This is an optimization exercise on Yosys and OpenROAD, whose aim is small area, not a production implementation.
Where RTL was checked, it was by simulation tests only, not by an equivalence proof against the original.
No functional check of the RTL was part of runs 1 and 2.
Power is estimated from default activity; no workload was simulated.

<file path="flow/flow/run.sh">
#!/bin/bash
# Standard ORFS layout with smaller port buffers and no CTS dummy loads.
cp standard.sh standard_sh_copy.log
export BUFFER_PORTS_ARGS="-buffer_cell sky130_fd_sc_hd__buf_1"
export CTS_ARGS="-sink_clustering_enable -repair_clock_nets -dont_use_dummy_load"
bash standard.sh > standard.log 2>&1
</file>
<file path="flow/design.v">
package renamePkg;
  localparam int ARCH_REGS = 32;
  localparam int PHYS_REGS = 64;
  localparam int FREE_TAGS = PHYS_REGS - ARCH_REGS;
  localparam int PAYLOAD_WIDTH = 64;
  localparam int ROB_IDX_WIDTH = 6;
  localparam int ARCH_WIDTH = $clog2(ARCH_REGS);
  localparam int TAG_WIDTH = $clog2(PHYS_REGS);
  typedef logic [ARCH_WIDTH-1:0] archReg_t;
  typedef logic [TAG_WIDTH-1:0] physTag_t;
  typedef logic [ROB_IDX_WIDTH-1:0] robIdx_t;
endpackage
module rsAoi21Row #(
  parameter int W = 6
) (
  input  logic         a,
  input  logic [W-1:0] b,
  input  logic [W-1:0] c,
  output logic [W-1:0] y
);
  assign y = ~((b & {W{a}}) | c);
endmodule
module rsAoiRow #(
  parameter int W = 6,
  parameter int L = 3
) (
  input  logic [L*W-1:0] d,
  input  logic [L-1:0]   s,
  output logic [W-1:0]   y
);
  always_comb begin
    for (int b = 0; b < W; b++) begin
      y[b] = 1'b1;
      for (int l = 0; l < L; l++) begin
        y[b] = y[b] & ~(d[W*l + b] & s[l]);
      end
    end
  end
endmodule
module rsNor2 (
  input  logic a,
  input  logic b,
  output logic y
);
  assign y = ~(a | b);
endmodule
module rsSelect #(
  parameter int K   = 32,
  parameter int W   = 6,
  parameter bit INV = 1'b0
) (
  input  logic [K*W-1:0] d,
  input  logic [K-1:0]   s,
  output logic [W-1:0]   y
);
  localparam int N3 = K / 3;
  localparam int R  = K % 3;
  localparam int NL = N3 + (R > 0);
  logic [W-1:0] l1 [NL];
  for (genvar j = 0; j < N3; j++) begin : g_aoi
    rsAoiRow #(.W(W), .L(3)) u_aoi (.d(d[3*W*j +: 3*W]), .s(s[3*j +: 3]), .y(l1[j]));
  end
  if (R > 0) begin : g_rem
    rsAoiRow #(.W(W), .L(R)) u_aoi (.d(d[K*W-1 -: R*W]), .s(s[K-1 -: R]), .y(l1[N3]));
  end
  always_comb begin
    for (int b = 0; b < W; b++) begin
      y[b] = 1'b1;
      for (int j = 0; j < NL; j++) begin
        y[b] = y[b] & l1[j][b];
      end
      y[b] = INV ? y[b] : ~y[b];
    end
  end
endmodule
module rsDecode #(
  parameter int W = 6
) (
  input  logic           en,
  input  logic [W-1:0]   a,
  output logic [2**W-1:0] y
);
  localparam int WL = W / 2;
  localparam int WH = W - WL;
  logic [2**WL-1:0] loN;
  logic [2**WH-1:0] hiN;
  always_comb begin
    for (int i = 0; i < 2**WL; i++) loN[i] = ~(en & (a[WL-1:0] == WL'(i)));
    for (int i = 0; i < 2**WH; i++) hiN[i] = ~(a[W-1:WL] == WH'(i));
  end
  for (genvar i = 0; i < 2**W; i++) begin : g_out
    rsNor2 u_nor (.a(loN[i % (2**WL)]), .b(hiN[i / (2**WL)]), .y(y[i]));
  end
endmodule
module renameTable (
  input  logic                                        RESET,
  input  logic [6*renamePkg::ARCH_REGS-1:0]           mapN,
  input  renamePkg::archReg_t                         srcArch1,
  input  renamePkg::archReg_t                         srcArch2,
  output renamePkg::physTag_t                         physSrc1,
  output renamePkg::physTag_t                         physSrc2,
  input  logic                                        renameWrite,
  input  renamePkg::archReg_t                         writeArch,
  input  renamePkg::physTag_t                         writeTag,
  input  logic                                        restoreReq,
  input  logic [6*renamePkg::ARCH_REGS-1:0]           restoreMap,
  output logic [6*renamePkg::ARCH_REGS-1:0]           mapNextN,
  output logic [renamePkg::ARCH_REGS-1:0]             mapLoad
);
  localparam int N = renamePkg::ARCH_REGS;
  localparam int W = renamePkg::TAG_WIDTH;
  logic         selRestore;
  logic         loadAll;
  logic [W-1:0] fillZero;    
  logic [W-1:0] fillOne;     
  logic [N-1:0] writeSel;
  logic [N-1:0] sel1;
  logic [N-1:0] sel2;
  assign selRestore = RESET & restoreReq;
  assign loadAll    = ~RESET | restoreReq;
  assign fillZero   = (RESET & ~restoreReq) ? writeTag : '0;
  assign fillOne    = ~RESET ? '1 : restoreReq ? '0 : writeTag;
  rsDecode #(.W(5)) u_decW (.en(renameWrite), .a(writeArch), .y(writeSel));
  rsDecode #(.W(5)) u_dec1 (.en(1'b1), .a(srcArch1), .y(sel1));
  rsDecode #(.W(5)) u_dec2 (.en(1'b1), .a(srcArch2), .y(sel2));
  for (genvar i = 0; i < N; i++) begin : g_entry
    logic [W-1:0] fill;
    assign mapLoad[i] = loadAll | writeSel[i];
    for (genvar b = 0; b < W; b++) begin : g_bit
      assign fill[b] = ((i >> b) & 1) ? fillOne[b] : fillZero[b];
    end
    rsAoi21Row #(.W(W)) u_next (
      .a(selRestore),
      .b(restoreMap[W*i +: W]),
      .c(fill),
      .y(mapNextN[W*i +: W])
    );
  end
  rsSelect #(.K(N), .W(W), .INV(1'b1)) u_rd1 (.d(mapN), .s(sel1), .y(physSrc1));
  rsSelect #(.K(N), .W(W), .INV(1'b1)) u_rd2 (.d(mapN), .s(sel2), .y(physSrc2));
endmodule
module freeList (
  input  logic [6*renamePkg::PHYS_REGS-1:0] fifoMem,
  input  logic [renamePkg::TAG_WIDTH:0]     lastPtr,
  input  logic [renamePkg::TAG_WIDTH:0]     wrPtr,
  input  logic                              firstPass,
  input  logic                              popReq,
  output renamePkg::physTag_t               lastTag,
  output logic                              empty,
  output logic                              doPop,
  output logic                              doPush,
  input  logic                              pushReq,
  output logic                              full,
  output logic [renamePkg::PHYS_REGS-1:0]   slotLoad
);
  localparam int W = renamePkg::TAG_WIDTH;
  localparam int P = renamePkg::PHYS_REGS;
  logic [W:0]   headPtr;
  logic [P-1:0] rdSel;
  assign headPtr = lastPtr + 1'b1;
  assign empty = (wrPtr == headPtr);
  assign full  = (wrPtr[W-1:0] == headPtr[W-1:0]) && (wrPtr[W] != headPtr[W]);
  assign doPop  = popReq && !empty;
  assign doPush = pushReq && !full;
  rsDecode #(.W(W)) u_decW (.en(doPush), .a(wrPtr[W-1:0]), .y(slotLoad));
  rsDecode #(.W(W)) u_decR (.en(!firstPass), .a(lastPtr[W-1:0]), .y(rdSel));
  renamePkg::physTag_t rdData;
  rsSelect #(.K(P), .W(W)) u_rd (.d(fifoMem), .s(rdSel), .y(rdData));
  assign lastTag = rdData | (firstPass ? {1'b1, lastPtr[W-2:0]} : '0);
endmodule
module dispatchControl (
  input  logic FREEZE,
  input  logic decodeEmpty,
  input  logic regWrite,
  input  logic link,
  input  logic memRead,
  input  logic memWrite,
  input  logic freeEmpty,
  input  logic iqFull,
  input  logic lsqFull,
  input  logic robFull,
  output logic destNeeded,
  output logic isMem,
  output logic advance
);
  logic targetFull;
  assign destNeeded = regWrite || link;
  assign isMem = memRead || memWrite;
  assign targetFull = isMem ? lsqFull : iqFull;
  assign advance = !FREEZE && !decodeEmpty && !robFull && !targetFull &&
                   !(destNeeded && freeEmpty);
endmodule
module renameStage (
  input  logic                                        CLK,
  input  logic                                        RESET,
  input  logic                                        FREEZE,
  input  logic                                        decodeEmpty,
  output logic                                        decodePop,
  input  logic [4:0]                                  srcArch1,
  input  logic [4:0]                                  srcArch2,
  input  logic [4:0]                                  destArch,
  input  logic                                        regWrite,
  input  logic                                        link,
  input  logic                                        memRead,
  input  logic                                        memWrite,
  input  logic [63:0]                                 payload,
  input  logic                                        iqFull,
  input  logic                                        lsqFull,
  input  logic                                        robFull,
  input  logic [5:0]                                  robTail,
  output logic                                        iqPush,
  output logic                                        lsqPush,
  output logic                                        robPush,
  output logic [94:0]                                 issuePacket,
  input  logic                                        freeReq,
  input  logic [5:0]                                  freeTag,
  output logic                                        freeFull,
  input  logic                                        restoreReq,
  input  logic [191:0]                                restoreMap
);
  localparam int W = renamePkg::TAG_WIDTH;
  localparam int N = renamePkg::ARCH_REGS;
  localparam int P = renamePkg::PHYS_REGS;
  logic [W-1:0] mapN [N];
  logic [W*N-1:0] mapFlatN;
  logic [W*N-1:0] mapNextN;
  logic [N-1:0]   mapLoad;
  logic [W-1:0] fifoMem [P];
  logic [W*P-1:0] fifoFlat;
  logic [P-1:0]   slotLoad;
  logic [W:0]     lastPtr;
  logic [W:0]     wrPtr;
  logic           firstPass;
  renamePkg::archReg_t lastSrc1;
  renamePkg::archReg_t lastSrc2;
  renamePkg::archReg_t lastDest;
  logic                lastDestNeeded;
  logic                lastIsMem;
  logic [63:0]         lastPayload;
  renamePkg::robIdx_t  lastRobTail;
  renamePkg::physTag_t physSrc1;
  renamePkg::physTag_t physSrc2;
  renamePkg::physTag_t allocTag;
  logic                freeEmpty;
  logic                doPop;
  logic                doPush;
  logic                destNeeded;
  logic                isMem;
  logic                advance;
  for (genvar i = 0; i < N; i++) begin : g_mapFlat
    assign mapFlatN[W*i +: W] = mapN[i];
  end
  for (genvar i = 0; i < P; i++) begin : g_fifoFlat
    assign fifoFlat[W*i +: W] = fifoMem[i];
  end
  renameTable i_renameTable (
    .RESET      (RESET),
    .mapN       (mapFlatN),
    .srcArch1   (lastSrc1),
    .srcArch2   (lastSrc2),
    .physSrc1   (physSrc1),
    .physSrc2   (physSrc2),
    .renameWrite(robPush && lastDestNeeded),
    .writeArch  (lastDest),
    .writeTag   (allocTag),
    .restoreReq (restoreReq),
    .restoreMap (restoreMap),
    .mapNextN   (mapNextN),
    .mapLoad    (mapLoad)
  );
  freeList i_freeList (
    .fifoMem  (fifoFlat),
    .lastPtr  (lastPtr),
    .wrPtr    (wrPtr),
    .firstPass(firstPass),
    .popReq   (advance && destNeeded),
    .lastTag  (allocTag),
    .empty    (freeEmpty),
    .doPop    (doPop),
    .doPush   (doPush),
    .pushReq  (freeReq),
    .full     (freeFull),
    .slotLoad (slotLoad)
  );
  dispatchControl i_dispatchControl (
    .FREEZE     (FREEZE),
    .decodeEmpty(decodeEmpty),
    .regWrite   (regWrite),
    .link       (link),
    .memRead    (memRead),
    .memWrite   (memWrite),
    .freeEmpty  (freeEmpty),
    .iqFull     (iqFull),
    .lsqFull    (lsqFull),
    .robFull    (robFull),
    .destNeeded (destNeeded),
    .isMem      (isMem),
    .advance    (advance)
  );
  assign decodePop = advance;
  for (genvar i = 0; i < N; i++) begin : g_map
    always_ff @(posedge CLK) begin
      if (mapLoad[i]) begin
        mapN[i] <= mapNextN[W*i +: W];
      end
    end
  end
  for (genvar i = 0; i < P; i++) begin : g_slot
    always_ff @(posedge CLK) begin
      if (slotLoad[i]) begin
        fifoMem[i] <= freeTag;
      end
    end
  end
  always_ff @(posedge CLK) begin
    if (!RESET) begin
      lastPtr <= '1;
      wrPtr <= (W+1)'(renamePkg::FREE_TAGS);
      firstPass <= 1'b1;
    end else begin
      if (doPop) begin
        lastPtr <= lastPtr + 1'b1;
        if (lastPtr[W-1:0] == W'(renamePkg::FREE_TAGS - 1)) begin
          firstPass <= 1'b0;
        end
      end
      if (doPush) begin
        wrPtr <= wrPtr + 1'b1;
      end
    end
  end
  always_ff @(posedge CLK) begin
    if (!RESET) begin
      robPush <= 1'b0;
    end else begin
      robPush <= advance;
    end
  end
  always_ff @(posedge CLK) begin
    lastSrc1 <= srcArch1;
    lastSrc2 <= srcArch2;
    lastDest <= destArch;
    lastDestNeeded <= destNeeded;
    lastIsMem <= isMem;
    lastPayload <= payload;
    lastRobTail <= robTail;
  end
  assign iqPush = robPush && !lastIsMem;
  assign lsqPush = robPush && lastIsMem;
  assign issuePacket = {lastPayload, lastRobTail, physSrc1, physSrc2,
                        lastDestNeeded ? allocTag : 6'd0,
                        lastDest, lastDestNeeded, lastIsMem};
endmodule
</file>
<file path="flow/constraint.sdc">
create_clock -name core_clock -period 4.0 [get_ports {CLK}]
set_input_delay 0.8000 -clock core_clock [delete_from_list [all_inputs] [get_ports {CLK}]]
set_output_delay 0.8000 -clock core_clock [all_outputs]
set_load 0.01 [all_outputs]
</file>
<file path="flow/config.mk">
export PLATFORM = sky130hd
export DESIGN_NAME = renameStage
export DESIGN_NICKNAME = renameStage
export VERILOG_FILES = /design/flow/design.v
export SDC_FILE = /design/flow/constraint.sdc
export NUM_CORES = 4
export LEC_CHECK = 0
export CAP_MARGIN = 20
export CORE_MARGIN = 2
export CORE_UTILIZATION = 40
export SLEW_MARGIN = 20
export SYNTH_HIERARCHICAL = 1
</file>
<file path="flow/standard.sh">
#!/bin/bash
# synth_recipe.tcl (not shown) runs the flow's synth.tcl, then flattens the netlist and writes it again
# the make line also repeats each setting of config.mk as NAME=value (left out here)
make -C /OpenROAD-flow-scripts/flow DESIGN_CONFIG=/design/flow/config.mk WORK_HOME=/design/flow/orfs CLKGATE_MAP_FILE= SYNTH_SCRIPT=/design/flow/synth_recipe.tcl "${@:-finish}"
</file>
==> flow_summary.toml, run 1 <==
[status]
status = "finished with violations"
failed_checks = "setup timing"

[synth]
seq_area_frac_synth_pct = 74.6
synth_edf_count = 576
synthArstFlopShare_pct = 0
synth.distinct_cells = 48
yosys_warnings = 18
synthFlopType = "edfxtp_1"
ys_ff_latch = 679
syn_inst = 1677
avgSynthCellArea_um2 = 15.5
synth.cell_area_um2 = 25900

[clocking]
ctsHoldBuffers = 0
cts_buffer_depth = 3
clk_latency_ps = 630
cts.sink_count = 679
path_clk_slew_ps = 60
cts_root_buf = "clkbuf_16"
numCtsBuffers = 74
h-tree-depth = 3
cts_tree = "built"

[setup_path]
r2r_start = "lastPtr[1]"
critPathMaxFanout = 6
cp_num_buf_inv = 4
crit_start = "lastPtr[1]"
cpMostUsedCell = "buf_6"
cp-start-kind = "flip-flop"
rr_worst_depth = 15
slowest_delay_ps = 500
crit_required_ps = 3200
endpoint_kind = "output port"
reg2reg_slack_ps = 320
crit_family = "simple AND/OR/NAND/NOR gates"
criticalPathCategory = "flip-flop to output port"
r2r_end = "mapN[8][3]"
critical_path_arrival_ps = 3470
path_cells = "buf_6, nand4b_1, buf_6, nor2_4, a222oi_1, nand4_1, nor4_4, buf_4, nand4_1, a21o_1, and2_4, buf_6"
crit_slowest_cell = "a222oi_1"

[power_and_ir_drop]
comb_power_share_pct = 5.9
vdd_ir_drop_max_v = 0.000341
sequentialPowerShare_pct = 54.9
clkPwrFrac_pct = 39.1
p_leak_uw = 0.0102
p_switching_uw = 3280
p_per_area_nw_per_um2 = 466
swShare_pct = 22.3
total_power_uw = 14700
intPower_uw = 11500

[hold_path]
holdPathStages = 1
hold_class = "input port to flip-flop"
hp-start = "payload[31]"
worstHoldEndpoint = "lastPayload[31]"

[floorplanning]
coreArea_um2 = 64300
initial_utilization_pct = 40.3
num_io_pins = 396
die_area_um2 = 66900
die_h_um = 259
num_rows = 93
fp.dieW_um = 259

[sta]
hold_viol = 0
setup_viol = 6
slew_headroom_pct = 32.7
max_freq_mhz = 234
fin_crit_sh_pct = 107
maxSlewViolCount = 0
rsz0062_at_grt = "true"
period_needed_ps = 4270
clock_skew_ps = 95.7
worst_slack_ps = -265
worstMarginPinSlew_ps = 1010

[place]
place_hpwl_um = 65000
port_buffers = 395
gp_congestion = 0.985
dpl.cell_count = 3033

[drt]
route.met2.wl_um = 42200
wl_per_cell_um = 28.8
wl_met1_um = 34300
drc_errors = 0
vias_per_cell = 6.36
drt-initial-drc-count = 3994
totalWireLength_um = 90100
ant_nets = 0
top_layer = "met4"
drtPass1Iterations = 13
route.vias.total = 19874
wl_met3_um = 9230

[final_layout]
final_cell_mix = "edfxtp_1 (576), buf_1 (384), a222oi_1 (246)"
nNetsFinal = 2567
area_growth_pct = 22.0
fin_cells = 3124
drive_gt1_share_pct = 12.4
layout.cells.most_common = "edfxtp_1"

[global_routing]
grt_max_degree = 82
grt-ovfl-total = 0
antenna_found_initial = 4
grt_usage_pct = 25.8
grt_pass1_vias = 18945
grt_pass1_wl_um = 127000

[job]
cap_viol_max_count = 0
==> power groups by stage <==
stage          logic [uW]  clock network (uW)  registers (uW)
2_1_floorplan         327                   0            8210
3_3_place_gp          825                   0            8230
3_5_place_dp          836                   0            8240
4_1_cts               856                5860            8090
5_1_grt               925                6120            8120
6_report              876                5770            8100
==> registers in the layout (all words and copies together), names as in the netlist <==
register / flops
fifoMem: 384
firstPass: 1
lastDest: 5
lastDestNeeded: 1
lastIsMem: 1
lastPayload: 64
lastPtr: 7
lastRobTail: 6
lastSrc1: 5
lastSrc2: 5
mapN: 192
robPush: 1
wrPtr: 7
==> area by class of cell <==
| type | instances | area, um2 |
|---|---|---|
| antenna | 3 | 7.51 |
| timing repair buffer | 516 | 2550 |
| fill | 5581 | 32700 |
| inverter | 7 | 26.3 |
| tap | 855 | 1070 |
| multi-input combinational | 990 | 6770 |
| clock buffer | 74 | 1850 |
| sequential | 679 | 19400 |
==> kinds of logic (layout without fill, tap and decap cells) <==
family / count (synthesis) / count (layout) / synth area share (%)
xor+xnor: 17 / 17 / 0.574
compound gates: 475 / 475 / 14.2
simple gates: 485 / 485 / 10.0
fa+ha+maj: 3 / 3 / 0.145
other cells: 1 / 11 / 0.0145
flops: 679 / 679 / 74.6
mux: 2 / 2 / 0.0772
buf+inv: 15 / 597 / 0.333
==> modules after synthesis, one instance, submodules excluded, excerpt <==
module / cell area, um2 / copies in the design / flops+latches / cells
renameTable: 333 / 1 / 0 / 55
freeList: 274 / 1 / 0 / 36
renameStage: 19800 / 1 / 679 / 742
dispatchControl: 48.8 / 1 / 0 / 6
rsNor2: 3.75 / 224 / 0 / 1
==> how the worst max path moves through the flow <==
stage | endpoint | slack, ps | cells after the start
floorplan | mapN[0][2] | 780 | 9
global placement | issuePacket[12] | -240 | 11
detailed placement | issuePacket[11] | -190 | 11
CTS | issuePacket[7] | -230 | 12
global route | issuePacket[11] | -320 | 12
finish | issuePacket[11] | -270 | 12
==> through the flow <==
| stage | util (%) | hold WS, ps | instance area [um2] | setup slack (ps) | TNS, ps |
|---|---|---|---|---|---|
| floorplan | - | 470 | 26000 | 775 | 0 |
| global placement | 45.6 | 510 | 29300 | -240 | -375 |
| detailed placement | 45.6 | 521 | 29300 | -193 | -372 |
| CTS | 49.0 | 227 | 31600 | -228 | -1080 |
| global route | 49.2 | 228 | 31600 | -316 | -1630 |
| finish | 49.2 | 262 | 31600 | -265 | -1040 |
==> per-layer routing <==
| metal | GRT usage, % | up-vias |
|---|---|---|
| met1 | 34.5 | 9849 |
| met2 | 41.3 | 1433 |
| met4 | 11.4 | 0 |
| met5 | 0 | - |
| li1 | - | 8339 |
| met3 | 4.88 | 253 |
==> Yosys cell counts, types with 2 or more instances <==
cell       number  share of area (%)
edfxtp_1      576                 67
a222oi_1      246                9.5
nor2_1        224                3.2
a21oi_1       193                3.7
dfxtp_1       103                7.9
nand4_1        59                1.4
nand2b_1       34               0.82
nand3_1        24               0.46
nand3b_1       21               0.61
and2_1         20               0.48
nand2_1        17               0.25
or3b_1         13               0.44
a22oi_1        12               0.35
nor3_2         12               0.46
o21ai_0        11               0.21
or3_1          10               0.24
xnor2_1         9               0.30
xor2_1          8               0.27
and4_1          7               0.24
inv_1           7               0.10
buf_4           6               0.17
nand4b_1        6               0.20
nand4bb_1       6               0.26
nor4_1          6               0.14
or3b_2          6               0.20
a21o_1          5               0.14
nor3_1          4              0.077
ha_1            3               0.14
nor2b_1         3              0.072
and3_1          2              0.048
mux2i_1         2              0.077
nand4_2         2              0.096
nor3b_1         2              0.058
o31a_1          2              0.068
or2_2           2              0.048
or4b_1          2              0.077
==> timing repair <==
item                                    CTS  global route
endpoints found under the setup margin    7             7
gates resized for setup                  64            20
pin swaps                                35            19
setup buffers                            12             1
==> inputs of run 2 (changes only) <==
--- a/flow/config.mk
+++ b/flow/config.mk
@@ -8,5 +8,6 @@
 export CAP_MARGIN = 20
 export CORE_MARGIN = 2
 export CORE_UTILIZATION = 40
+export GPL_TIMING_DRIVEN = 0
 export SLEW_MARGIN = 20
 export SYNTH_HIERARCHICAL = 1
==> flow_summary.toml, run 2 <==
[status]
status = "finished with violations"
failed_checks = "setup timing"

[synth]
synth.area.top_cells = "edfxtp_1 (67%), a222oi_1 (9.5%), dfxtp_1 (7.9%)"
synthFlopType = "edfxtp_1"
synthArstFlopShare_pct = 0
yosys_warnings = 18
synth.distinct_cells = 48
yosys.area.top_type = "edfxtp_1"
synth_top_area_share_pct = 66.7
syn_inst = 1677
synth_edf_count = 576
seq_area_frac_synth_pct = 74.6
synth.cell_area_um2 = 25900
ys_ff_latch = 679
avgSynthCellArea_um2 = 15.5
synth_most_common_cell = "edfxtp_1"
synthTopCellsByCount = "edfxtp_1 (576), a222oi_1 (246), nor2_1 (224), a21oi_1 (193), dfxtp_1 (103)"

[setup_path]
crit_slowest_cell = "a222oi_1"
cp-start-kind = "flip-flop"
slowest_delay_ps = 390
crit_family = "simple AND/OR/NAND/NOR gates"
crit_required_ps = 3200
cpMostUsedCell = "nand4_1"
rr_worst_depth = 8
criticalPathCategory = "flip-flop to output port"
cp_num_buf_inv = 3
critical_path_arrival_ps = 3460
endpoint_kind = "output port"
crit_cells = 11
path_cells = "inv_6, or4b_4, buf_4, nor2_4, a222oi_1, nand4_1, nor4_2, nand4_1, a21o_1, and2_4, buf_2"
critPathMaxFanout = 8

[floorplanning]
initial_utilization_pct = 40.3
coreArea_um2 = 64300
fp.dieW_um = 259
num_rows = 93
die_h_um = 259
num_io_pins = 396
die_area_um2 = 66900

[final_layout]
area_growth_pct = 21.7
layout.cells.most_common = "edfxtp_1"
fin_area_um2 = 31600
largest_register_ffs = 384
regMostFlops = "fifoMem"
reg_top3 = "fifoMem x384, mapN x192, lastPayload x64"
drive_gt1_share_pct = 11.0
nNetsFinal = 2516
final_cell_mix = "edfxtp_1 (576), buf_1 (383), a222oi_1 (246)"

[power_and_ir_drop]
vdd_ir_drop_max_v = 0.000380
p_per_area_nw_per_um2 = 465
total_power_uw = 14700
p_leak_uw = 0.0100

[sta]
hold_viol = 0
worstMarginPinSlew_ps = 1160
maxSlewViolCount = 0
worst_slack_ps = -258
period_needed_ps = 4260
max_freq_mhz = 235
fin_crit_sh_pct = 106
slew_headroom_pct = 22.7
clock_skew_ps = 89.0
setup_viol = 6
rsz0062_at_grt = "true"

[drt]
wl_per_cell_um = 27.7
drtPass1Iterations = 11
vias_per_cell = 6.25
drt-initial-drc-count = 3360
ant_nets = 0
route.vias.total = 19212
totalWireLength_um = 85300
drc_errors = 0

[global_routing]
antenna_found_initial = 6
grt-ovfl-total = 0
grt_pass1_vias = 18471
grt_max_degree = 55
grt_usage_pct = 24.4
grt_pass1_wl_um = 120000

[clocking]
h-tree-depth = 3
cts.sink_count = 679
path_clk_slew_ps = 50
numCtsBuffers = 74
cts_buffer_depth = 3
cts_root_buf = "clkbuf_16"
cts_tree = "built"
clk_latency_ps = 630

[place]
gp_congestion = 0.950
place_ws_ps = -910
placed_cell_area_um2 = 28900
port_buffers = 395
place_hpwl_um = 60600

[hold_path]
holdPathStages = 1
hold_class = "input port to flip-flop"

[job]
cap_viol_max_count = 0
run 2: timing repair:
| action | CTS | global route |
|---|---|---|
| setup buffers | 39 | 7 |
| pin swaps | 48 | 41 |
| hold buffers | 0 | 0 |
| endpoints found under the setup margin | 194 | 61 |
| resized for setup | 82 | 32 |
run 2: path summary, 6_finish.rpt:
kind / slack, ps / startpoint / to
hold / removal: 260 / payload[11] / lastPayload[11]
hold reg to reg: 500 / wrPtr[6] / wrPtr[6]
setup / recovery: -260 / firstPass / issuePacket[7]
setup reg to reg: 180 / lastPtr[4] / fifoMem[29][5]
run 2: power by group:
group          internal [uW]  leakage (uW)  switching, uW
clock network           3230      0.000912           2470
logic                    292       0.00285            595
registers               7950       0.00625            155
run 2: cell families after synthesis:
logic type	share of synthesized area [%]
flip-flops	74.6
AND/OR/NAND/NOR	10.0
AO/OA/AOI/OAI	14.2
XOR/XNOR	0.574
buffers and inverters	0.333
adder cells (fa/ha/maj)	0.145
multiplexers	0.0772
other	0.0145
run 2: per-module statistics from Yosys (local to each module, per instance), a selection:
| module | cells | area, um2 | flops+latches |
|---|---|---|---|
| renameStage | 742 | 19800 | 679 |
| renameTable | 55 | 333 | 0 |
| freeList | 36 | 274 | 0 |
| dispatchControl | 6 | 48.8 | 0 |
| rsNor2 | 1 | 3.75 | 0 |
run 2: layer usage:
metal	vias to the layer above	global-route usage, %	part of all wire (%)
met5	-	0	0
met4	0	11.4	4.5
met3	196	5.54	10
met2	1209	39.9	48
met1	9554	31.1	38
li1	8253	-	-
run 2: layout make-up:
class,instances,area (um2)
Clock buffer,74,1850
Buffer,8,60.1
Sequential cell,679,19400
Antenna cell,6,15.0
Tap cell,855,1070
Timing Repair Buffer,457,2300
Inverter,7,31.3
Fill cell,5602,32800
Multi-Input combinational cell,990,6880
run 2: through the flow:
| stage | instances | utilization, % | hold slack, ps | TNS (ps) |
|---|---|---|---|---|
| finish | 3076 | 49.1 | 265 | -1010 |
| detailed placement | 2950 | 44.9 | 502 | -70100 |
| floorplan | 1684 | - | 470 | 0 |
| global route | 3076 | 49.1 | 252 | -1430 |
| CTS | 3063 | 48.8 | 228 | -868 |
| global placement | 2934 | 44.3 | 486 | -218510 |
==> inputs of run 3 (changes only) <==
--- a/flow/design.v
+++ b/flow/design.v
@@ -141,11 +141,11 @@
 endmodule
 module freeList (
   input  logic [6*renamePkg::PHYS_REGS-1:0] fifoMem,
-  input  logic [renamePkg::TAG_WIDTH:0]     lastPtr,
+  input  logic [renamePkg::TAG_WIDTH:0]     rdPtr,
   input  logic [renamePkg::TAG_WIDTH:0]     wrPtr,
   input  logic                              firstPass,
   input  logic                              popReq,
-  output renamePkg::physTag_t               lastTag,
+  output renamePkg::physTag_t               headTag,
   output logic                              empty,
   output logic                              doPop,
   output logic                              doPush,
@@ -155,18 +155,16 @@
 );
   localparam int W = renamePkg::TAG_WIDTH;
   localparam int P = renamePkg::PHYS_REGS;
-  logic [W:0]   headPtr;
   logic [P-1:0] rdSel;
-  assign headPtr = lastPtr + 1'b1;
-  assign empty = (wrPtr == headPtr);
-  assign full  = (wrPtr[W-1:0] == headPtr[W-1:0]) && (wrPtr[W] != headPtr[W]);
+  assign empty = (wrPtr == rdPtr);
+  assign full  = (wrPtr[W-1:0] == rdPtr[W-1:0]) && (wrPtr[W] != rdPtr[W]);
   assign doPop  = popReq && !empty;
   assign doPush = pushReq && !full;
   rsDecode #(.W(W)) u_decW (.en(doPush), .a(wrPtr[W-1:0]), .y(slotLoad));
-  rsDecode #(.W(W)) u_decR (.en(!firstPass), .a(lastPtr[W-1:0]), .y(rdSel));
+  rsDecode #(.W(W)) u_decR (.en(!firstPass), .a(rdPtr[W-1:0]), .y(rdSel));
   renamePkg::physTag_t rdData;
   rsSelect #(.K(P), .W(W)) u_rd (.d(fifoMem), .s(rdSel), .y(rdData));
-  assign lastTag = rdData | (firstPass ? {1'b1, lastPtr[W-2:0]} : '0);
+  assign headTag = rdData | (firstPass ? {1'b1, rdPtr[W-2:0]} : '0);
 endmodule
 module dispatchControl (
   input  logic FREEZE,
@@ -228,11 +226,11 @@
   logic [W-1:0] fifoMem [P];
   logic [W*P-1:0] fifoFlat;
   logic [P-1:0]   slotLoad;
-  logic [W:0]     lastPtr;
+  logic [W:0]     rdPtr;
   logic [W:0]     wrPtr;
   logic           firstPass;
-  renamePkg::archReg_t lastSrc1;
-  renamePkg::archReg_t lastSrc2;
+  renamePkg::physTag_t lastPhys1;
+  renamePkg::physTag_t lastPhys2;
   renamePkg::archReg_t lastDest;
   logic                lastDestNeeded;
   logic                lastIsMem;
@@ -240,7 +238,8 @@
   renamePkg::robIdx_t  lastRobTail;
   renamePkg::physTag_t physSrc1;
   renamePkg::physTag_t physSrc2;
-  renamePkg::physTag_t allocTag;
+  renamePkg::physTag_t headTag;
+  renamePkg::physTag_t lastTag;
   logic                freeEmpty;
   logic                doPop;
   logic                doPush;
@@ -256,13 +255,13 @@
   renameTable i_renameTable (
     .RESET      (RESET),
     .mapN       (mapFlatN),
-    .srcArch1   (lastSrc1),
-    .srcArch2   (lastSrc2),
+    .srcArch1   (srcArch1),
+    .srcArch2   (srcArch2),
     .physSrc1   (physSrc1),
     .physSrc2   (physSrc2),
-    .renameWrite(robPush && lastDestNeeded),
-    .writeArch  (lastDest),
-    .writeTag   (allocTag),
+    .renameWrite(advance && destNeeded),
+    .writeArch  (destArch),
+    .writeTag   (headTag),
     .restoreReq (restoreReq),
     .restoreMap (restoreMap),
     .mapNextN   (mapNextN),
@@ -270,11 +269,11 @@
   );
   freeList i_freeList (
     .fifoMem  (fifoFlat),
-    .lastPtr  (lastPtr),
+    .rdPtr    (rdPtr),
     .wrPtr    (wrPtr),
     .firstPass(firstPass),
     .popReq   (advance && destNeeded),
-    .lastTag  (allocTag),
+    .headTag  (headTag),
     .empty    (freeEmpty),
     .doPop    (doPop),
     .doPush   (doPush),
@@ -314,13 +313,13 @@
   end
   always_ff @(posedge CLK) begin
     if (!RESET) begin
-      lastPtr <= '1;
+      rdPtr <= '0;
       wrPtr <= (W+1)'(renamePkg::FREE_TAGS);
       firstPass <= 1'b1;
     end else begin
       if (doPop) begin
-        lastPtr <= lastPtr + 1'b1;
-        if (lastPtr[W-1:0] == W'(renamePkg::FREE_TAGS - 1)) begin
+        rdPtr <= rdPtr + 1'b1;
+        if (rdPtr[W-1:0] == W'(renamePkg::FREE_TAGS - 1)) begin
           firstPass <= 1'b0;
         end
       end
@@ -337,17 +336,17 @@
     end
   end
   always_ff @(posedge CLK) begin
-    lastSrc1 <= srcArch1;
-    lastSrc2 <= srcArch2;
+    lastPhys1 <= physSrc1;
+    lastPhys2 <= physSrc2;
     lastDest <= destArch;
     lastDestNeeded <= destNeeded;
     lastIsMem <= isMem;
     lastPayload <= payload;
     lastRobTail <= robTail;
+    lastTag <= destNeeded ? headTag : '0;
   end
   assign iqPush = robPush && !lastIsMem;
   assign lsqPush = robPush && lastIsMem;
-  assign issuePacket = {lastPayload, lastRobTail, physSrc1, physSrc2,
-                        lastDestNeeded ? allocTag : 6'd0,
+  assign issuePacket = {lastPayload, lastRobTail, lastPhys1, lastPhys2, lastTag,
                         lastDest, lastDestNeeded, lastIsMem};
 endmodule
==> flow/flow/run.sh (replaced) <==
#!/bin/bash
# Standard ORFS layout (the standard.sh, standard synthesis
# unchanged) with buf_1 port buffers and a CTS without dummy loads
# built from clkbuf_4. Each tool's output goes to the ORFS logs;
# make's own output goes to standard.log.
export BUFFER_PORTS_ARGS="-buffer_cell sky130_fd_sc_hd__buf_1"
export CTS_ARGS="-sink_clustering_enable -repair_clock_nets -dont_use_dummy_load -buf_list sky130_fd_sc_hd__clkbuf_4"
bash standard.sh > standard.log 2>&1
==> flow_summary.toml, run 3 <==
[final_layout]
nNetsFinal = 2675
reg_top3 = "fifoMem x384, mapN x192, lastPayload x64"
regMostFlops = "fifoMem"
area_growth_pct = 21.4
largest_register_ffs = 384
layout.cells.most_common = "edfxtp_1"
final_cell_mix = "edfxtp_1 (576), buf_1 (389), a222oi_1 (246)"
final_core_util_pct = 49.0
drive_gt1_share_pct = 11.5
fin_area_um2 = 31600

[power_and_ir_drop]
p_per_area_nw_per_um2 = 423
p_leak_uw = 0.00994
vdd_ir_drop_max_v = 0.000225

[synth]
synth.cell_area_um2 = 26000
synthFlopType = "edfxtp_1"
yosys_warnings = 18
synth.area.top_cells = "edfxtp_1 (67%), a222oi_1 (9.5%), dfxtp_1 (8.5%)"
yosys.area.top_type = "edfxtp_1"
seq_area_frac_synth_pct = 75.1
ys_ff_latch = 687
syn_inst = 1668
avgSynthCellArea_um2 = 15.6
synth_top_area_share_pct = 66.6
synthTopCellsByCount = "edfxtp_1 (576), a222oi_1 (246), nor2_1 (224), a21oi_1 (192), dfxtp_1 (111)"
synth_edf_count = 576
synthArstFlopShare_pct = 0
synth_most_common_cell = "edfxtp_1"
synth.distinct_cells = 44

[sta]
clock_skew_ps = 126
period_needed_ps = 3900
fin_crit_sh_pct = 97.4
worstMarginPinSlew_ps = 959
hold_viol = 0
slew_headroom_pct = 35.7
maxSlewViolCount = 0
setup_viol = 0
max_freq_mhz = 257

[floorplanning]
die_h_um = 259
coreArea_um2 = 64300
fp.dieW_um = 259
die_area_um2 = 67000
num_rows = 93
initial_utilization_pct = 40.4
num_io_pins = 396

[global_routing]
grt_max_degree = 81
grt-ovfl-total = 0
antenna_found_initial = 8
grt_pass1_wl_um = 122000
grt_usage_pct = 24.9
grt_pass1_vias = 19772

[drt]
route.vias.total = 19771
ant_nets = 0
wl_per_cell_um = 26.5
drtPass1Iterations = 13
drt-initial-drc-count = 3353
drc_errors = 0
totalWireLength_um = 86000
vias_per_cell = 6.09

[setup_path]
endpoint_kind = "flip-flop"
crit_slowest_cell = "nor3b_2"
slowest_delay_ps = 680
rr_worst_depth = 11
cp-start-kind = "flip-flop"
critPathMaxFanout = 13
criticalPathCategory = "flip-flop to flip-flop"
path_cells = "or3b_2, nor2_1, a222oi_1, nand4_1, nor4_4, nand4_1, a21o_1, inv_1, nor3b_2, buf_4, a21oi_1"
crit_required_ps = 4720
cpMostUsedCell = "nand4_1"
critical_path_arrival_ps = 4620

[clocking]
cts.sink_count = 687
numCtsBuffers = 177
cts_tree = "built"
h-tree-depth = 4
cts_root_buf = "clkbuf_4"
cts_buffer_depth = 3
path_clk_slew_ps = 60
clk_latency_ps = 1060

[place]
gp_congestion = 0.964
place_hpwl_um = 60900
port_buffers = 395
placed_cell_area_um2 = 28900

[status]
status = "finished clean"

[job]
cap_viol_max_count = 0

[hold_path]
hold_class = "input port to flip-flop"
holdPathStages = 2
-- run 3: cell count changes in the layout (fill, tap and decap cells not counted), sizes merged, moves of 3 or more --
cell / change
and3: -3
dfxtp: +8
nand2: -4
dlygate4sd3: +98
and2: +3
diode: +12
xor2: -5
xnor2: +4
buf: -32
clkbuf: +103
-- run 3: critical path: cells and delay by family (launching register included) --
family / cells / cell delay [ps]
AOI/OAI and AO/OA: 3 / 450
buffers and inverters: 2 / 400
DFF: 1 / 660
and+or+nand+nor: 6 / 2130
-- run 3: repair_timing --
action                                  4_1_cts  5_1_grt
hold buffers                                 98        0
endpoints found under the setup margin      192      102
buffers inserted                             12        2
pin swaps                                     1        9
gates resized for setup                      15       14
endpoints found under the hold margin        98        0
-- run 3: logic make-up (layout without fill, tap and decap cells) --
group | Yosys count | in the layout | synth area share [%]
AO/OA/AOI/OAI | 472 | 472 | 14.1
XOR/XNOR | 16 | 16 | 0.539
adder cells (fa/ha/maj) | 2 | 2 | 0.0963
buffers and inverters | 14 | 714 | 0.318
flip-flops | 687 | 687 | 75.1
multiplexers | 2 | 2 | 0.0770
other | 1 | 26 | 0.0144
AND/OR/NAND/NOR | 474 | 474 | 9.75
-- run 3: layer usage --
layer | global-route usage, % | part of all wire, % | vias to the layer above
li1 | - | - | 8589
met1 | 32.0 | 38 | 9704
met2 | 39.5 | 47 | 1273
met3 | 6.64 | 10 | 201
met4 | 12.0 | 4.0 | 4
met5 | 0 | 0.026 | -
-- run 3: Yosys stat by module, one instance, submodules excluded, a selection --
module	cells	copies in the design
dispatchControl	6	1
renameTable	55	1
rsNor2	1	224
renameStage	748	1
freeList	21	1
-- run 3: cell type report --
cell class,count,area [um2]
Antenna cell,18,45.0
Buffer,8,60.1
Clock buffer,177,1330
Fill cell,5609,32800
Inverter,6,26.3
Multi-Input combinational cell,974,6560
Sequential cell,687,19500
Tap cell,855,1070
Timing Repair Buffer,523,2940
-- run 3: power breakdown --
part / switching, uW / internal, uW
sequential: 114 / 7990
combinational: 516 / 287
clock: 2460 / 1990
-- run 3: path summary, 6_finish.rpt --
check        slack (ps)          end            start
min reg2reg         550    firstPass        firstPass
max                 100  mapN[27][2]         rdPtr[5]
max reg2reg         100  mapN[27][2]         rdPtr[5]
min                  50  mapN[16][5]  restoreMap[101]
-- run 3: stage by stage --
stage / setup slack [ps] / instances / hold WS [ps] / setup TNS, ps / total power (uW)
2_1_floorplan: 798 / 1675 / 493 / 0 / 8480
6_report: 104 / 3248 / 49.6 / 0 / 13400
4_1_cts: 3.83 / 3228 / 0.263 / 0 / 13500
3_5_place_dp: -631 / 2941 / 529 / -60280 / 8950
5_1_grt: -1.20 / 3241 / 0.542 / -1.20 / 13900
3_3_place_gp: -1890 / 2925 / 507 / -204350 / 8910
==> inputs of run 4 (changes only) <==
==> flow/flow/run.sh (replaced) <==
#!/bin/bash
# Standard ORFS layout (the standard.sh, standard synthesis
# unchanged) with buf_1 port buffers and a CTS without dummy loads
# and with larger sink clusters. Each tool's output goes to the
# ORFS logs; make's own output goes to standard.log.
export BUFFER_PORTS_ARGS="-buffer_cell sky130_fd_sc_hd__buf_1"
export CTS_ARGS="-sink_clustering_enable -repair_clock_nets -dont_use_dummy_load -sink_clustering_size 26 -sink_clustering_max_diameter 90"
bash standard.sh > standard.log 2>&1
--- a/flow/config.mk
+++ b/flow/config.mk
@@ -9,5 +9,6 @@
 export CORE_MARGIN = 2
 export CORE_UTILIZATION = 40
 export GPL_TIMING_DRIVEN = 0
+export SETUP_SLACK_MARGIN = 0.1
 export SLEW_MARGIN = 20
 export SYNTH_HIERARCHICAL = 1
==> flow_summary.toml, run 4 <==
[status]
status = "finished clean"

[final_layout]
fin_cells = 2999
regMostFlops = "fifoMem"
reg_top3 = "fifoMem x384, mapN x192, lastPayload x64"
final_cell_mix = "edfxtp_1 (576), buf_1 (389), a222oi_1 (246)"
layout.cells.most_common = "edfxtp_1"
largest_register_ffs = 384
nFillCells = 5664
drive_gt1_share_pct = 6.18
nNetsFinal = 2436
area_growth_pct = 15.8

[synth]
synthAdderAreaFrac_pct = 0.0963
synth_xor_area_share_pct = 0.539
synth.distinct_cells = 44
synth_edf_count = 576
synth_top_family_by_area = "compound AO/OA/AOI/OAI gates"
ys_ff_latch = 687
synth_most_common_cell = "edfxtp_1"
synthTopCellsByCount = "edfxtp_1 (576), a222oi_1 (246), nor2_1 (224), a21oi_1 (192), dfxtp_1 (111)"
synthArstFlopShare_pct = 0
synthFlopType = "edfxtp_1"
synth_mux_area_share_pct = 0.0770
synth-compound-area-share_pct = 14.1
synth.area.top_cells = "edfxtp_1 (67%), a222oi_1 (9.5%), dfxtp_1 (8.5%)"
synth_simple_gate_area_share_pct = 9.75
yosys.area.top_type = "edfxtp_1"
yosys_warnings = 18
synth_top_area_share_pct = 66.6
synth.cell_area_um2 = 26000
seq_area_frac_synth_pct = 75.1
syn_inst = 1668
avgSynthCellArea_um2 = 15.6

[floorplanning]
fp.dieW_um = 259
die_h_um = 259
num_rows = 93
initial_utilization_pct = 40.4
die_area_um2 = 67000
num_io_pins = 396
coreArea_um2 = 64300

[setup_path]
critical_path_arrival_ps = 4260
cpMostUsedCell = "nand4_1"
critPathMaxFanout = 16
criticalPathCategory = "flip-flop to flip-flop"
slowest_delay_ps = 480
crit_slowest_cell = "nor4_2"
path_cells = "clkinvlp_4, buf_4, nand4bb_4, nor2_1, a222oi_1, nand4_1, nor4_2, nand4_1, a21o_1, and2_1, a21oi_1"
cp-start-kind = "flip-flop"
endpoint_kind = "flip-flop"
crit_required_ps = 4370

[global_routing]
grt-ovfl-total = 0
grt_pass1_vias = 18153
grt_max_degree = 81
grt_usage_pct = 23.8
antenna_found_initial = 7
grt_pass1_wl_um = 118000

[power_and_ir_drop]
vdd_ir_drop_max_v = 0.000254
p_per_area_nw_per_um2 = 414
sequentialPowerShare_pct = 64.9
comb_power_share_pct = 5.8
swShare_pct = 21.9
clkPwrFrac_pct = 29.3
p_switching_uw = 2730
intPower_uw = 9730
total_power_uw = 12500
p_leak_uw = 0.00914

[clocking]
cts.sink_count = 687
cts_buffer_depth = 3
cts_tree = "built"
numCtsBuffers = 34
h-tree-depth = 2
path_clk_slew_ps = 100
ctsHoldBuffers = 0
cts_root_buf = "clkbuf_16"
clk_latency_ps = 590

[sta]
setup_viol = 0
maxSlewViolCount = 0
max_freq_mhz = 257
clock_skew_ps = 92.7
hold_viol = 0
slew_headroom_pct = 37.8
period_needed_ps = 3890
rsz0062_at_grt = "true"
fin_crit_sh_pct = 97.1
worstMarginPinSlew_ps = 930

[drt]
totalWireLength_um = 83400
drt-initial-drc-count = 3153
vias_per_cell = 6.22
ant_nets = 0
drc_errors = 0
drtPass1Iterations = 13
wl_per_cell_um = 27.8
route.vias.total = 18660

[place]
gp_congestion = 0.964
port_buffers = 395
place_hpwl_um = 60900
dpl.cell_count = 2941

[job]
cap_viol_max_count = 0

[hold_path]
hold_class = "input port to flip-flop"
==> run 4: logic make-up after synthesis <==
family          Yosys count
flops                   687
compound gates          472
simple gates            474
mux                       2
other cells               1
fa+ha+maj                 2
xor+xnor                 16
buf+inv                  14
==> run 4: timing repair <==
item | CTS | global route
buffers inserted | 12 | 4
pin swaps | 1 | 14
resized for setup | 21 | 10
endpoints found under the setup margin | 193 | 128
==> run 4: path summary, 6_finish.rpt <==
check	from	to	slack, ps	cells after the start
max	firstPass	mapN[4][4]	110	11
max reg2reg	firstPass	mapN[4][4]	110	11
min	payload[57]	lastPayload[57]	290	1
min reg2reg	firstPass	firstPass	540	2
==> run 4: power by group through the flow <==
stage / sequential (uW) / clock, uW / combinational [uW]
floorplan: 8230 / 0 / 242
global placement: 8250 / 0 / 666
detailed placement: 8240 / 0 / 712
CTS: 8080 / 3720 / 715
global route: 8100 / 3950 / 769
finish: 8080 / 3650 / 725
==> run 4: critical path, delay by kind of cell (launching register included) <==
family | cells | cell delay, ps
simple gates | 6 | 1830
buf+inv | 2 | 430
flops | 1 | 430
compound gates | 3 | 1000
==> run 4: stage by stage <==
stage,TNS (ps),cell area [um2],hold slack [ps],worst slack (ps),utilization (%)
after floorplan,0,26000,493,798,-
after global placement,-204350,28600,507,-1890,44.4
after detailed placement,-60280,28900,529,-631,44.9
after CTS,0,30000,263,77.0,46.6
after global routing,0,30100,280,17.7,46.7
final,0,30100,292,115,46.8
==> run 4: Yosys stat by module (local to each module, per instance), excerpt <==
module           cells inside  times used  area (um2)
rsNor2                      1         224        3.75
renameStage               748           1       19900
freeList                   21           1         155
dispatchControl             6           1        48.8
renameTable                55           1         333
==> run 4: routing by layer <==
metal | vias up | track usage, % | routed length [um]
li1 | 8056 | - | -
met1 | 9337 | 32.1 | 32900
met2 | 1089 | 38.6 | 39300
met3 | 174 | 3.71 | 7640
met4 | 4 | 9.84 | 3590
met5 | - | 0 | 27
==> run 4: layout make-up <==
cell class | instances | area [um2] | share of cell area [%]
sequential | 687 | 19500 | 64.9
multi-input combinational | 974 | 6570 | 21.8
timing repair buffer | 427 | 1960 | 6.52
tap | 855 | 1070 | 3.56
clock buffer | 34 | 851 | 2.83
buffer | 8 | 60.1 | 0.200
inverter | 6 | 26.3 | 0.0873
antenna | 8 | 20.0 | 0.0665
==> inputs of run 5 (changes only) <==
--- a/flow/config.mk
+++ b/flow/config.mk
@@ -5,10 +5,10 @@
 export SDC_FILE = /design/flow/constraint.sdc
 export NUM_CORES = 4
 export LEC_CHECK = 0
-export CAP_MARGIN = 20
+export CAP_MARGIN = 5
 export CORE_MARGIN = 2
 export CORE_UTILIZATION = 40
 export GPL_TIMING_DRIVEN = 0
 export SETUP_SLACK_MARGIN = 0.1
-export SLEW_MARGIN = 20
+export SLEW_MARGIN = 5
 export SYNTH_HIERARCHICAL = 1
==> flow_summary.toml, run 5 <==
[synth]
avgSynthCellArea_um2 = 15.6
synth_most_common_cell = "edfxtp_1"
synthFlopType = "edfxtp_1"
synthArstFlopShare_pct = 0
synthTopCellsByCount = "edfxtp_1 (576), a222oi_1 (246), nor2_1 (224), a21oi_1 (192), dfxtp_1 (111)"
yosys_warnings = 18
syn_inst = 1668
synth_top_area_share_pct = 66.6
ys_ff_latch = 687
synth.cell_area_um2 = 26000
synth.distinct_cells = 44
synth_edf_count = 576
yosys.area.top_type = "edfxtp_1"
synth.area.top_cells = "edfxtp_1 (67%), a222oi_1 (9.5%), dfxtp_1 (8.5%)"
seq_area_frac_synth_pct = 75.1

[floorplanning]
die_area_um2 = 67000
num_rows = 93
die_h_um = 259
coreArea_um2 = 64300
initial_utilization_pct = 40.4
fp.dieW_um = 259
num_io_pins = 396

[place]
placed_cell_area_um2 = 28900
dpl.cell_count = 2939
port_buffers = 395
place_hpwl_um = 60500
gp_congestion = 0.964

[final_layout]
fin_cells = 2994
final_cell_mix = "edfxtp_1 (576), buf_1 (389), a222oi_1 (246)"
fin_area_um2 = 30000
nFillCells = 5692
area_growth_pct = 15.6
multiInputGateArea_um2 = 6560
nNetsFinal = 2431
regMostFlops = "fifoMem"
drive_gt1_share_pct = 5.96
layout.cells.most_common = "edfxtp_1"
largest_register_ffs = 384
reg_top3 = "fifoMem x384, mapN x192, lastPayload x64"
layout.area.seq_um2 = 19500

[clocking]
cts.sink_count = 687
path_clk_slew_ps = 90
numCtsBuffers = 34
cts_root_buf = "clkbuf_16"
ctsHoldBuffers = 0
cts_buffer_depth = 3
clk_latency_ps = 590
cts_tree = "built"
h-tree-depth = 2

[drt]
route.vias.total = 18523
drtPass1Iterations = 14
drt-initial-drc-count = 3249
totalWireLength_um = 83400
wl_per_cell_um = 27.9
ant_nets = 0
drc_errors = 0
vias_per_cell = 6.19

[setup_path]
crit_start = "rdPtr[4]"
cp-start-kind = "flip-flop"
critical_path_arrival_ps = 4190
crit_required_ps = 4390
r2r_end = "mapN[7][2]"
r2r_start = "rdPtr[4]"
rr_worst_depth = 11
crit_end = "mapN[7][2]"
critPathMaxFanout = 13
reg2reg_slack_ps = 200
endpoint_kind = "flip-flop"
criticalPathCategory = "flip-flop to flip-flop"

[status]
status = "finished clean"

[sta]
setup_viol = 0
hold-worst-slack_ps = 295
max_freq_mhz = 263
period_needed_ps = 3800
slew_headroom_pct = 33.5
fin_crit_sh_pct = 95.0
worstMarginPinSlew_ps = 992
maxSlewViolCount = 0
clock_skew_ps = 86.2
rsz0062_at_grt = "false"
hold_viol = 0
tns_ps = 0

[hold_path]
hold_class = "input port to flip-flop"

[power_and_ir_drop]
vdd_ir_drop_max_v = 0.000305
p_leak_uw = 0.00912
total_power_uw = 12400
p_per_area_nw_per_um2 = 414

[global_routing]
grt_usage_pct = 23.8
grt_pass1_vias = 18189
antenna_found_initial = 13
grt_pass1_wl_um = 118000
grt_max_degree = 87
grt-ovfl-total = 0

[job]
cap_viol_max_count = 0
run 5: per-layer routing:
layer | global-route usage [%] | vias to the layer above | share of wire [%]
met1 | 31.6 | 9198 | 39
met3 | 4.20 | 152 | 9.9
li1 | - | 8035 | -
met2 | 39.1 | 1134 | 48
met5 | 0 | - | 0.025
met4 | 9.15 | 4 | 3.7
run 5: worst min path at each step:
stage	startpoint	end	slack [ps]	depth (start not counted)
after floorplan	wrPtr[6]	wrPtr[6]	490	2
after global placement	wrPtr[6]	wrPtr[6]	510	2
after detailed placement	wrPtr[6]	wrPtr[6]	530	2
after CTS	payload[27]	lastPayload[27]	250	1
after global routing	payload[6]	lastPayload[6]	270	1
final	payload[57]	lastPayload[57]	290	1
run 5: timing repair:
action	in CTS	in global routing
gates resized for setup	24	5
pin swaps	4	2
buffers inserted	11	2
setup endpoints to repair	193	106
run 5: kinds of logic after synthesis:
kind of cell	synth area share (%)
adder cells (fa/ha/maj)	0.0963
flip-flops	75.1
AND/OR/NAND/NOR	9.75
multiplexers	0.0770
buffers and inverters	0.318
other	0.0144
AO/OA/AOI/OAI	14.1
XOR/XNOR	0.539
run 5: per-stage QoR:
stage                     utilization [%]  setup slack, ps
after global routing                 46.7              112
final                                46.7              201
after floorplan                         -              798
after detailed placement             44.9             -687
after CTS                            46.6             72.6
after global placement               44.4            -1890
run 5: critical path, stage by stage (launching register included):
cell      delay [ps]
dfxtp_2          540
nand3b_1         350
nor2_1           180
a222oi_1         520
nand4_1          340
nor4_2           600
nand4_1          190
a21o_1           210
inv_1            100
o21ai_2          160
buf_8            260
a21oi_1          180
run 5: modules after synthesis (local to each module, per instance), excerpt:
module           cells  area [um2]  times used  flops+latches
renameStage        748       19900           1            687
renameTable         55         333           1              0
freeList            21         155           1              0
dispatchControl      6        48.8           1              0
rsNor2               1        3.75         224              0
run 5: where the power goes:
group	leakage [uW]	internal, uW	switching, uW
logic	0.00251	223	498
clock network	0.000419	1530	2100
registers	0.00619	7970	113
total	0.00912	9720	2710
run 5: area by class of cell:
class                      count  share of cell area [%]
sequential                   687                    65.0
multi-input combinational    974                    21.8
timing repair buffer         422                    6.42
tap                          855                    3.56
clock buffer                  34                    2.83
buffer                         8                   0.200
inverter                       6                  0.0750
antenna                        8                  0.0667
==> inputs of run 6 (changes only) <==
==> flow/flow/run.sh (replaced) <==
#!/bin/bash
# Standard ORFS layout with smaller port buffers and no CTS dummy loads.
cp standard.sh standard_sh_copy.log
export BUFFER_PORTS_ARGS="-buffer_cell sky130_fd_sc_hd__buf_1"
export CTS_ARGS="-sink_clustering_enable -repair_clock_nets -dont_use_dummy_load"
bash standard.sh > standard.log 2>&1
--- a/flow/config.mk
+++ b/flow/config.mk
@@ -5,10 +5,10 @@
 export SDC_FILE = /design/flow/constraint.sdc
 export NUM_CORES = 4
 export LEC_CHECK = 0
-export CAP_MARGIN = 5
+export CAP_MARGIN = 20
 export CORE_MARGIN = 2
 export CORE_UTILIZATION = 40
 export GPL_TIMING_DRIVEN = 0
 export SETUP_SLACK_MARGIN = 0.1
-export SLEW_MARGIN = 5
+export SLEW_MARGIN = 20
 export SYNTH_HIERARCHICAL = 1
==> flow_summary.toml, run 6 <==
[clocking]
cts_buffer_depth = 3
path_clk_slew_ps = 60
h-tree-depth = 3
cts_root_buf = "clkbuf_16"
clk_latency_ps = 640
cts.sink_count = 687
cts_tree = "built"
numCtsBuffers = 73

[global_routing]
grt_usage_pct = 24.2
grt-ovfl-total = 0
grt_pass1_vias = 18462
grt_pass1_wl_um = 119000
grt_max_degree = 81
antenna_found_initial = 9

[power_and_ir_drop]
vdd_ir_drop_max_v = 0.000287
p_per_area_nw_per_um2 = 466
p_leak_uw = 0.00962

[sta]
max_freq_mhz = 257
worst_slack_ps = 111
hold-worst-slack_ps = 257
fin_crit_sh_pct = 97.2
clock_skew_ps = 106
hold_viol = 0
worstMarginPinSlew_ps = 950
setup_viol = 0
rsz0062_at_grt = "true"
period_needed_ps = 3890
slew_headroom_pct = 36.3
maxSlewViolCount = 0
tns_ps = 0

[hold_path]
holdPathStages = 1
worstHoldEndpoint = "lastPayload[27]"
hold_class = "input port to flip-flop"
hp-start = "payload[27]"

[place]
gp_congestion = 0.964
place_hpwl_um = 60900
place_ws_ps = -631
port_buffers = 395
placed_cell_area_um2 = 28900
dpl.cell_count = 2941

[synth]
synth.area.top_cells = "edfxtp_1 (67%), a222oi_1 (9.5%), dfxtp_1 (8.5%)"
synthTopCellsByCount = "edfxtp_1 (576), a222oi_1 (246), nor2_1 (224), a21oi_1 (192), dfxtp_1 (111)"
yosys.area.top_type = "edfxtp_1"
synth.distinct_cells = 44
synthFlopType = "edfxtp_1"
synth_edf_count = 576
synthArstFlopShare_pct = 0
yosys_warnings = 18
seq_area_frac_synth_pct = 75.1
syn_inst = 1668
synth.cell_area_um2 = 26000
synth_most_common_cell = "edfxtp_1"
avgSynthCellArea_um2 = 15.6
ys_ff_latch = 687
synth_top_area_share_pct = 66.6

[drt]
ant_nets = 0
drc_errors = 0
route.vias.total = 18863
wl_per_cell_um = 27.7
drtPass1Iterations = 11
totalWireLength_um = 84100
vias_per_cell = 6.21
drt-initial-drc-count = 3284

[setup_path]
critical_path_arrival_ps = 4260
rr_worst_depth = 13
crit_required_ps = 4370
endpoint_kind = "flip-flop"
critPathMaxFanout = 9
r2r_start = "firstPass"
cp-start-kind = "flip-flop"
reg2reg_slack_ps = 110
criticalPathCategory = "flip-flop to flip-flop"
r2r_end = "mapN[27][2]"

[floorplanning]
initial_utilization_pct = 40.4
die_h_um = 259
num_io_pins = 396
num_rows = 93
fp.dieW_um = 259
die_area_um2 = 67000
coreArea_um2 = 64300

[final_layout]
final_cell_mix = "edfxtp_1 (576), buf_1 (389), a222oi_1 (246)"
fin_area_um2 = 31100
layout.cells.most_common = "edfxtp_1"
nNetsFinal = 2474
regMostFlops = "fifoMem"
largest_register_ffs = 384
area_growth_pct = 19.6
drive_gt1_share_pct = 7.87
nFillCells = 5581
reg_top3 = "fifoMem x384, mapN x192, lastPayload x64"
fin_cells = 3037

[status]
status = "finished clean"

[job]
cap_viol_max_count = 0
run 6: kinds of logic after synthesis:
logic type / Yosys count / synth area share [%]
AOI/OAI and AO/OA: 472 / 14.1
xor gates and xnor gates: 16 / 0.539
adders and majority gates: 2 / 0.0963
buffers and inverters: 14 / 0.318
DFF: 687 / 75.1
muxes: 2 / 0.0770
other: 1 / 0.0144
and+or+nand+nor: 474 / 9.75
run 6: timing repair:
action | 4_1_cts | 5_1_grt
gates resized for setup | 19 | 14
hold buffers | 0 | 0
endpoints found under the setup margin | 193 | 165
setup buffers | 12 | 3
pin swaps | 1 | 11
run 6: modules after synthesis (local to each module, per instance), a selection:
module,cells,copies in the design
freeList,21,1
dispatchControl,6,1
rsNor2,1,224
renameTable,55,1
renameStage,748,1
run 6: report_power, final:
part	switching (uW)	internal (uW)	total, uW	leakage, uW
Sequential	113	7990	8100	0.00619
Combinational	500	226	726	0.00253
Clock	2460	3190	5650	0.000900
run 6: critical path, stage by stage, from the launching register on:
cell	delay, ps
dfxtp_4	400
clkinvlp_4	220
nand4b_1	250
buf_4	210
nor2_1	120
a222oi_1	420
nand4_1	320
nor4_2	580
nand4_1	190
a21o_1	210
inv_1	130
nor3b_4	110
buf_4	240
a21oi_1	250
run 6: worst max path at each step:
stage	startpoint	to
2_1_floorplan	firstPass	mapN[0][2]
3_3_place_gp	rdPtr[2]	mapN[28][3]
3_5_place_dp	rdPtr[0]	mapN[27][5]
4_1_cts	firstPass	mapN[27][5]
5_1_grt	firstPass	mapN[27][2]
6_report	firstPass	mapN[27][2]
run 6: layer usage:
layer | GRT usage [%] | share of wire [%] | vias to the layer above
met5 | 0 | 0.040 | -
met3 | 4.95 | 9.7 | 201
met1 | 31.8 | 39 | 9320
met4 | 10.2 | 4.2 | 6
li1 | - | - | 8142
met2 | 39.1 | 47 | 1194
run 6: stage by stage:
step	utilization (%)	total power [uW]
floorplan	-	8480
detailed placement	44.9	8950
global placement	44.4	8910
global route	48.3	14900
CTS	48.1	14600
finish	48.3	14500
run 6: area by class of cell:
type | count | area (um2) | area share [%]
Sequential cell | 687 | 19500 | 62.9
Inverter | 6 | 26.3 | 0.0846
Timing Repair Buffer | 426 | 1970 | 6.33
Buffer | 8 | 60.1 | 0.193
Multi-Input combinational cell | 974 | 6570 | 21.1
Antenna cell | 8 | 20.0 | 0.0644
Clock buffer | 73 | 1830 | 5.88
Tap cell | 855 | 1070 | 3.44

-- port drivers added, routing unchanged --
Ports are ideal in the flow. The routed layouts listed here were re-timed in OpenROAD. Step 1, drivers: a clkbuf_16 drives CLK and a buf_2 each remaining input, both assumed. Step 2, shift: input delay + t, output delay - t, t = (earliest + latest rising clock arrival at the registers) / 2. This alone moves slack from input paths to output paths. Three values: ideal ports, drivers, drivers and shift; two values: the first two.
run	shift t [ns]	setup WS [ns]	worst setup path at the end	worst data-port slew with drivers (ns)	cell pins on the clock port's net
run 1	0.650	-0.265 / -0.333 / 0.316	register to register	0.13	1
run 2	0.658	-0.258 / -0.327 / 0.183	register to register	0.11	1
run 3	1.064	0.104 / 0.094 / 0.104	register to register	0.12	1
run 4	0.615	0.115 / 0.115 / 0.115	register to register	0.12	1
run 5	0.609	0.201 / 0.201 / 0.201	register to register	0.12	1
run 6	0.649	0.111 / 0.111 / 0.111	register to register	0.11	1
